What follows belongs to an exercise in optimizing a design on an open flow for a short achievable clock period and few clock cycles per item; a production flow would make more cautious choices. RTL that was checked went through simulation tests only; none was proved equivalent to the original. Power is estimated from default activity; no workload was simulated.

## be_top
module be_top
(
  input  wire logic                  clk_i,
  input  wire logic                  rst_n_i,
  input  wire logic [2:0]            decoded_op_i,
  input  wire logic [2:0]            decoded_rd_i,
  input  wire logic [2:0]            decoded_rs1_i,
  input  wire logic [2:0]            decoded_rs2_i,
  input  wire logic [15:0]           decoded_imm_i,
  input  wire logic [31:0]           decoded_pc_i,
  input  wire logic                  decoded_writes_rd_i,
  input  wire logic                  decoded_v_i,
  output logic                       rename_decode_ready_o,
  output logic                       be_fe_mispredict_o,
  output logic [31:0]                be_fe_redirected_pc_o,
  output logic                       commit_v_o,
  output logic [2:0]                 commit_rd_o,
  output logic                       commit_writes_o,
  output logic [31:0]                commit_data_o,
  output logic [31:0]                commit_pc_o
);
For scale: ~2700 cells after synthesis, ~170 I/O pins.
==> module be_top, before the edit <==
module be_top
(
  input  wire logic                  clk_i,
  input  wire logic                  rst_n_i,
  input  wire logic [2:0]            decoded_op_i,
  input  wire logic [2:0]            decoded_rd_i,
  input  wire logic [2:0]            decoded_rs1_i,
  input  wire logic [2:0]            decoded_rs2_i,
  input  wire logic [15:0]           decoded_imm_i,
  input  wire logic [31:0]           decoded_pc_i,
  input  wire logic                  decoded_writes_rd_i,
  input  wire logic                  decoded_v_i,
  output logic                       rename_decode_ready_o,
  output logic                       be_fe_mispredict_o,
  output logic [31:0]                be_fe_redirected_pc_o,
  output logic                       commit_v_o,
  output logic [2:0]                 commit_rd_o,
  output logic                       commit_writes_o,
  output logic [31:0]                commit_data_o,
  output logic [31:0]                commit_pc_o
);
  logic [31:0] arf_q [8];
  logic        e_v_q;
  logic [2:0]  e_rd_q;
  logic        e_wr_q;
  logic [31:0] e_pc_q;
  logic [15:0] e_imm_q;
  logic [31:0] e_a_q;
  logic [31:0] e_b_q;       
  logic        e_arith_q;   
  logic        e_sub_q;
  logic        e_and_q;
  logic        e_or_q;
  logic        e_xor_q;
  logic        e_beq_q;
  logic        e_bne_q;
  logic        c_v_q;
  logic        c_mp_q;      
  logic        c_rdy_q;     
  logic [2:0]  c_rd_q;
  logic        c_wr_q;
  logic [31:0] c_data_q;
  logic [31:0] c_pc_q;
  logic [31:0] c_target_q;
  logic        fire;
  logic        e_go;
  logic        fwd1;
  logic        fwd2;
  logic        is_addi;
  logic        is_sub;
  logic [31:0] rd1;
  logic [31:0] rd2;
  logic [31:0] imm_in;
  logic [31:0] imm_ext;
  logic [31:0] carry;
  logic [31:0] pg;
  logic [31:0] lres;
  logic [31:0] res0;        
  logic [31:0] res1;        
  logic [31:0] res;
  logic [31:0] a0;
  logic [31:0] a1;
  logic [31:0] b0;
  logic [31:0] b1;
  logic [31:0] bo;
  logic [7:0]  we;
  logic        taken;
  assign rename_decode_ready_o = c_rdy_q;
  assign fire = decoded_v_i && c_rdy_q;
  assign is_addi = (decoded_op_i == be_isa_pkg::OP_ADDI);
  assign is_sub  = (decoded_op_i == be_isa_pkg::OP_SUB);
  assign imm_in  = {{16{decoded_imm_i[15]}}, decoded_imm_i};
  assign fwd1    = e_v_q && e_wr_q && (e_rd_q == decoded_rs1_i);
  assign fwd2    = e_v_q && e_wr_q && (e_rd_q == decoded_rs2_i) && !is_addi;
  assign rd1     = arf_q[decoded_rs1_i];
  assign rd2     = arf_q[decoded_rs2_i];
  function automatic logic [31:0] ks_carry(input logic [31:0] x, input logic [31:0] y,
                                           input logic cin);
    logic [31:0] g;
    logic [31:0] p;
    logic [31:0] gn;
    logic [31:0] pn;
    g  = x & y;
    p  = x | y;
    g[0] = g[0] | (p[0] & cin);
    for (int d = 1; d < 32; d = d * 2)
    begin
      gn = g;
      pn = p;
      for (int i = d; i < 32; i++)
      begin
        gn[i] = g[i] | (p[i] & g[i-d]);
        pn[i] = p[i] & p[i-d];
      end
      g = gn;
      p = pn;
    end
    ks_carry = {g[30:0], cin};
  endfunction
  assign carry = ks_carry(e_a_q, e_b_q, e_sub_q);
  assign pg    = e_a_q ^ e_b_q;
  assign lres  = ({32{e_and_q}} & (e_a_q & e_b_q))
               | ({32{e_or_q}}  & (e_a_q | e_b_q))
               | ({32{e_xor_q}} & pg);
  assign res0  = e_arith_q ? pg  : lres;
  assign res1  = e_arith_q ? ~pg : lres;
  assign res   = (carry & res1) | (~carry & res0);
  assign bo    = is_addi ? imm_in : rd2;
  assign a0    = fwd1 ? res0 : rd1;
  assign a1    = fwd1 ? res1 : rd1;
  assign b0    = (fwd2 ? res0 : bo) ^ {32{is_sub}};
  assign b1    = (fwd2 ? res1 : bo) ^ {32{is_sub}};
  assign taken = (e_beq_q && (e_a_q == e_b_q)) || (e_bne_q && (e_a_q != e_b_q));
  assign e_go = e_v_q && c_rdy_q;
  always_comb
    for (int i = 0; i < 8; i++)
      we[i] = e_go && e_wr_q && (e_rd_q == 3'(i));
  always_ff @(posedge clk_i or negedge rst_n_i)
  begin
    if (!rst_n_i)
    begin
      e_v_q  <= 1'b0;
      c_v_q  <= 1'b0;
      c_mp_q <= 1'b0;
      c_rdy_q <= 1'b0;
      for (int i = 0; i < 8; i++)
        arf_q[i] <= '0;
    end
    else
    begin
      e_v_q  <= fire;
      c_v_q  <= e_go;
      c_mp_q <= e_go && taken;
      c_rdy_q <= !(e_go && taken);
      for (int i = 0; i < 8; i++)
        if (we[i])
          arf_q[i] <= res;
    end
  end
  always_ff @(posedge clk_i)
  begin
    e_rd_q    <= decoded_rd_i;
    e_wr_q    <= decoded_writes_rd_i;
    e_pc_q    <= decoded_pc_i;
    e_imm_q   <= decoded_imm_i;
    e_a_q     <= (carry & a1) | (~carry & a0);
    e_b_q     <= (carry & b1) | (~carry & b0);
    e_arith_q <= (decoded_op_i == be_isa_pkg::OP_ADD) || (decoded_op_i == be_isa_pkg::OP_SUB)
              || (decoded_op_i == be_isa_pkg::OP_ADDI) || (decoded_op_i == be_isa_pkg::OP_BEQ)
              || (decoded_op_i == be_isa_pkg::OP_BNE);
    e_sub_q   <= is_sub;
    e_and_q   <= (decoded_op_i == be_isa_pkg::OP_AND);
    e_or_q    <= (decoded_op_i == be_isa_pkg::OP_OR);
    e_xor_q   <= (decoded_op_i == be_isa_pkg::OP_XOR);
    e_beq_q   <= (decoded_op_i == be_isa_pkg::OP_BEQ);
    e_bne_q   <= (decoded_op_i == be_isa_pkg::OP_BNE);
    c_rd_q     <= e_rd_q;
    c_wr_q     <= e_wr_q;
    c_data_q   <= res;
    c_pc_q     <= e_pc_q;
    c_target_q <= e_pc_q + imm_ext;
  end
  assign imm_ext = {{16{e_imm_q[15]}}, e_imm_q};
  assign be_fe_mispredict_o    = c_mp_q;
  assign be_fe_redirected_pc_o = c_target_q;
  assign commit_v_o            = c_v_q;
  assign commit_rd_o           = c_rd_q;
  assign commit_writes_o       = c_wr_q;
  assign commit_data_o         = c_data_q;
  assign commit_pc_o           = c_pc_q;
endmodule
export LEC_CHECK = 0
export ABC_CLOCK_PERIOD_IN_PS = 2000
export CAP_MARGIN = 20
export CORE_MARGIN = 2
export CORE_UTILIZATION = 40
export SETUP_SLACK_MARGIN = 5
export SLEW_MARGIN = 20
create_clock -name core_clock -period 8.0 [get_ports {clk_i}]
standard.sh (not shown) runs the stock make flow with config.mk's settings and CLKGATE_MAP_FILE= SYNTH_SCRIPT=/design/flow/synth_recipe.tcl, a recipe that flattens the netlist after the stock synthesis.
==> flow/flow/run.sh <==
#!/bin/bash
set -euo pipefail
cd "$(dirname "$0")/.."
bash standard.sh ADDER_MAP_FILE= SETUP_SLACK_MARGIN=5.5 finish > make.log 2>&1
The first run went through all stages and came out clean.
Testbench counts at the start, summed over its fixed seeds: cycles 4,300, items 3,536.
Then changed:
--- a/flow/design.v
+++ b/flow/design.v
@@ -147,11 +147,11 @@
     if (!rst_n_i)
     begin
       e_v_q  <= 1'b0;
       c_v_q  <= 1'b0;
       c_mp_q <= 1'b0;
-      c_rdy_q <= 1'b0;
+      c_rdy_q <= 1'b1;
       for (int i = 0; i < 8; i++)
         arf_q[i] <= '0;
     end
     else
     begin
What happened:
- The changed run completed with no timing, DRC or antenna violations
- final cell count is about the same
- clock skew is about the same
- total power climbs by 1.8%
- worst setup slack got worse by 0.031 ns
- count of clock-buffer cells in the layout drops by 1
- global-route usage climbs by 0.48 points
- utilization climbs by 0.25 points
- die area barely changes
No functional check of the RTL was part of the second run of this note.

---

The RTL this note starts from:
==> flow/design.v <==
`default_nettype none
package be_isa_pkg;
  localparam int ARCH_IDX_W = $clog2(8);
  typedef enum logic [2:0]
  {
    OP_ADD  = 3'd0,
    OP_SUB  = 3'd1,
    OP_AND  = 3'd2,
    OP_OR   = 3'd3,
    OP_XOR  = 3'd4,
    OP_ADDI = 3'd5,
    OP_BEQ  = 3'd6,
    OP_BNE  = 3'd7
  } be_op_e;
  typedef struct packed {
    logic [2:0]               op;
    logic [ARCH_IDX_W-1:0]    rd;
    logic [ARCH_IDX_W-1:0]    rs1;
    logic [ARCH_IDX_W-1:0]    rs2;
    logic [15:0]              imm;
    logic [32-1:0] pc;
    logic                     writes_rd;
  } decoded_instr_t;
endpackage
`default_nettype wire
`timescale 1ns/1ps
`default_nettype none
module be_top
(
  input  wire logic                  clk_i,
  input  wire logic                  rst_n_i,
  input  wire logic [2:0]            decoded_op_i,
  input  wire logic [2:0]            decoded_rd_i,
  input  wire logic [2:0]            decoded_rs1_i,
  input  wire logic [2:0]            decoded_rs2_i,
  input  wire logic [15:0]           decoded_imm_i,
  input  wire logic [31:0]           decoded_pc_i,
  input  wire logic                  decoded_writes_rd_i,
  input  wire logic                  decoded_v_i,
  output logic                       rename_decode_ready_o,
  output logic                       be_fe_mispredict_o,
  output logic [31:0]                be_fe_redirected_pc_o,
  output logic                       commit_v_o,
  output logic [2:0]                 commit_rd_o,
  output logic                       commit_writes_o,
  output logic [31:0]                commit_data_o,
  output logic [31:0]                commit_pc_o
);
  logic [31:0] arf_q [8];
  logic        e_v_q;
  logic [2:0]  e_rd_q;
  logic        e_wr_q;
  logic [31:0] e_pc_q;
  logic [15:0] e_imm_q;
  logic [31:0] e_a_q;
  logic [31:0] e_b_q;       
  logic        e_arith_q;   
  logic        e_sub_q;
  logic        e_and_q;
  logic        e_or_q;
  logic        e_xor_q;
  logic        e_beq_q;
  logic        e_bne_q;
  logic        c_v_q;
  logic        c_mp_q;      
  logic        c_rdy_q;     
  logic [2:0]  c_rd_q;
  logic        c_wr_q;
  logic [31:0] c_data_q;
  logic [31:0] c_pc_q;
  logic [31:0] c_target_q;
  logic        fire;
  logic        e_go;
  logic        fwd1;
  logic        fwd2;
  logic        is_addi;
  logic        is_sub;
  logic [31:0] rd1;
  logic [31:0] rd2;
  logic [31:0] imm_in;
  logic [31:0] imm_ext;
  logic [31:0] carry;
  logic [31:0] pg;
  logic [31:0] lres;
  logic [31:0] res0;        
  logic [31:0] res1;        
  logic [31:0] res;
  logic [31:0] a0;
  logic [31:0] a1;
  logic [31:0] b0;
  logic [31:0] b1;
  logic [31:0] bo;
  logic [7:0]  we;
  logic        taken;
  assign rename_decode_ready_o = c_rdy_q;
  assign fire = decoded_v_i && c_rdy_q;
  assign is_addi = (decoded_op_i == be_isa_pkg::OP_ADDI);
  assign is_sub  = (decoded_op_i == be_isa_pkg::OP_SUB);
  assign imm_in  = {{16{decoded_imm_i[15]}}, decoded_imm_i};
  assign fwd1    = e_v_q && e_wr_q && (e_rd_q == decoded_rs1_i);
  assign fwd2    = e_v_q && e_wr_q && (e_rd_q == decoded_rs2_i) && !is_addi;
  assign rd1     = arf_q[decoded_rs1_i];
  assign rd2     = arf_q[decoded_rs2_i];
  function automatic logic [31:0] ks_carry(input logic [31:0] x, input logic [31:0] y,
                                           input logic cin);
    logic [31:0] g;
    logic [31:0] p;
    logic [31:0] gn;
    logic [31:0] pn;
    g  = x & y;
    p  = x | y;
    g[0] = g[0] | (p[0] & cin);
    for (int d = 1; d < 32; d = d * 2)
    begin
      gn = g;
      pn = p;
      for (int i = d; i < 32; i++)
      begin
        gn[i] = g[i] | (p[i] & g[i-d]);
        pn[i] = p[i] & p[i-d];
      end
      g = gn;
      p = pn;
    end
    ks_carry = {g[30:0], cin};
  endfunction
  assign carry = ks_carry(e_a_q, e_b_q, e_sub_q);
  assign pg    = e_a_q ^ e_b_q;
  assign lres  = ({32{e_and_q}} & (e_a_q & e_b_q))
               | ({32{e_or_q}}  & (e_a_q | e_b_q))
               | ({32{e_xor_q}} & pg);
  assign res0  = e_arith_q ? pg  : lres;
  assign res1  = e_arith_q ? ~pg : lres;
  assign res   = (carry & res1) | (~carry & res0);
  assign bo    = is_addi ? imm_in : rd2;
  assign a0    = fwd1 ? res0 : rd1;
  assign a1    = fwd1 ? res1 : rd1;
  assign b0    = (fwd2 ? res0 : bo) ^ {32{is_sub}};
  assign b1    = (fwd2 ? res1 : bo) ^ {32{is_sub}};
  assign taken = (e_beq_q && (e_a_q == e_b_q)) || (e_bne_q && (e_a_q != e_b_q));
  assign e_go = e_v_q && c_rdy_q;
  always_comb
    for (int i = 0; i < 8; i++)
      we[i] = e_go && e_wr_q && (e_rd_q == 3'(i));
  always_ff @(posedge clk_i or negedge rst_n_i)
  begin
    if (!rst_n_i)
    begin
      e_v_q  <= 1'b0;
      c_v_q  <= 1'b0;
      c_mp_q <= 1'b0;
      c_rdy_q <= 1'b1;
      for (int i = 0; i < 8; i++)
        arf_q[i] <= '0;
    end
    else
    begin
      e_v_q  <= fire;
      c_v_q  <= e_go;
      c_mp_q <= e_go && taken;
      c_rdy_q <= !(e_go && taken);
      for (int i = 0; i < 8; i++)
        if (we[i])
          arf_q[i] <= res;
    end
  end
  always_ff @(posedge clk_i)
  begin
    e_rd_q    <= decoded_rd_i;
    e_wr_q    <= decoded_writes_rd_i;
    e_pc_q    <= decoded_pc_i;
    e_imm_q   <= decoded_imm_i;
    e_a_q     <= (carry & a1) | (~carry & a0);
    e_b_q     <= (carry & b1) | (~carry & b0);
    e_arith_q <= (decoded_op_i == be_isa_pkg::OP_ADD) || (decoded_op_i == be_isa_pkg::OP_SUB)
              || (decoded_op_i == be_isa_pkg::OP_ADDI) || (decoded_op_i == be_isa_pkg::OP_BEQ)
              || (decoded_op_i == be_isa_pkg::OP_BNE);
    e_sub_q   <= is_sub;
    e_and_q   <= (decoded_op_i == be_isa_pkg::OP_AND);
    e_or_q    <= (decoded_op_i == be_isa_pkg::OP_OR);
    e_xor_q   <= (decoded_op_i == be_isa_pkg::OP_XOR);
    e_beq_q   <= (decoded_op_i == be_isa_pkg::OP_BEQ);
    e_bne_q   <= (decoded_op_i == be_isa_pkg::OP_BNE);
    c_rd_q     <= e_rd_q;
    c_wr_q     <= e_wr_q;
    c_data_q   <= res;
    c_pc_q     <= e_pc_q;
    c_target_q <= e_pc_q + imm_ext;
  end
  assign imm_ext = {{16{e_imm_q[15]}}, e_imm_q};
  assign be_fe_mispredict_o    = c_mp_q;
  assign be_fe_redirected_pc_o = c_target_q;
  assign commit_v_o            = c_v_q;
  assign commit_rd_o           = c_rd_q;
  assign commit_writes_o       = c_wr_q;
  assign commit_data_o         = c_data_q;
  assign commit_pc_o           = c_pc_q;
endmodule
`default_nettype wire
export LEC_CHECK = 0
export ABC_CLOCK_PERIOD_IN_PS = 2000
export CAP_MARGIN = 20
export CORE_MARGIN = 2
export CORE_UTILIZATION = 40
export SETUP_SLACK_MARGIN = 5
export SLEW_MARGIN = 20
create_clock -name core_clock -period 8.0 [get_ports {clk_i}]
==> flow/flow/run.sh <==
#!/bin/bash
# Own layout flow: the standard ORFS flow (standard.sh) with changes only to how the
# layout is made; the clock period, IO delays and loads stay as in constraint.sdc:
#  - synthesis leaves adders to ABC instead of mapping them onto full/half adder cells
#    (ADDER_MAP_FILE empty), so the ALU's carry logic can be timing-optimised;
#  - slow high-stack cells (maj3, or3/or4, nor4) are added to the platform's don't-use
#    list, for synthesis and the resizer alike;
set -euo pipefail
cd "$(dirname "$0")/.."
PL=$(make -s -C "$FLOW_HOME" DESIGN_CONFIG="$PWD/config.mk" print-DONT_USE_CELLS | sed -n 's/^DONT_USE_CELLS: //p')
SLOW=""
for c in maj3 or3 or3b or4 or4b or4bb nor4 nor4b nor4bb; do
  for s in 1 2 4; do SLOW="$SLOW sky130_fd_sc_hd__${c}_$s"; done
done
echo "DONT_USE_CELLS=$PL$SLOW" > dont_use.log
bash standard.sh ADDER_MAP_FILE= SETUP_SLACK_MARGIN=5.5 "DONT_USE_CELLS=$PL$SLOW" finish > make.log 2>&1
Change:
--- a/flow/design.v
+++ b/flow/design.v
@@ -148,9 +148,9 @@
     begin
       e_v_q  <= 1'b0;
       c_v_q  <= 1'b0;
       c_mp_q <= 1'b0;
-      c_rdy_q <= 1'b1;
+      c_rdy_q <= 1'b0;
       for (int i = 0; i < 8; i++)
         arf_q[i] <= '0;
     end
     else
After rerunning: The new run finished clean; wire length goes down by 0.71%; die area hardly moves; global-route usage went down by 0.73 points; count of clock-buffer cells in the layout goes up by 1; maximum frequency grows by 3.2%; first-iteration DRC count came out higher by about 4.6%; setup slack gains 91 ps; sequential cell count does not change; clock skew grows by 28 ps; utilization goes down by 0.79 points; clock power falls by about 4%; cell area went down by about 1.4%; power falls by 0.32%.
Testbench counts after the change, summed over its fixed seeds: cycles 4,300, items 3,536.
The RTL of the first run of this note was laid out without a check of its function.

## what the ideal ports hide
The flow's constraints put no driver on any port. The routed layouts listed below were extracted and timed again, unchanged, in two steps. Step 1 (the two cells are an assumption about what drives the block):
set clk [get_ports {clk_i}]
set_driving_cell -lib_cell sky130_fd_sc_hd__clkbuf_16 $clk
set_driving_cell -lib_cell sky130_fd_sc_hd__buf_2 [delete_from_list [all_inputs] $clk]
Step 2 moves the port delays by t, midway between the first and last clock arrival at a register: inputs arrive t later, outputs are due t later. That takes back most of the time a late clock gives input paths. Slacks: ideal ports / drivers / drivers and shift; pairs: ideal ports / drivers.
run | t (ns) | setup slack, ns | worst setup path after step 2
the first run of note 1 | 0.684 | 5.086 / 4.949 / 4.265 | input to register
the second run of note 1 | 0.676 | 5.055 / 5.016 / 4.340 | input to register
the first run of note 2 | 0.667 | 5.083 / 5.078 / 4.412 | input to register
the second run of note 2 | 0.676 | 5.174 / 5.101 / 4.424 | input to register
After both steps every run listed still meets setup and hold. The setup slack of the first run of note 1, which loses most, moves by -0.137 ns with the drivers and by -0.821 ns with both steps.
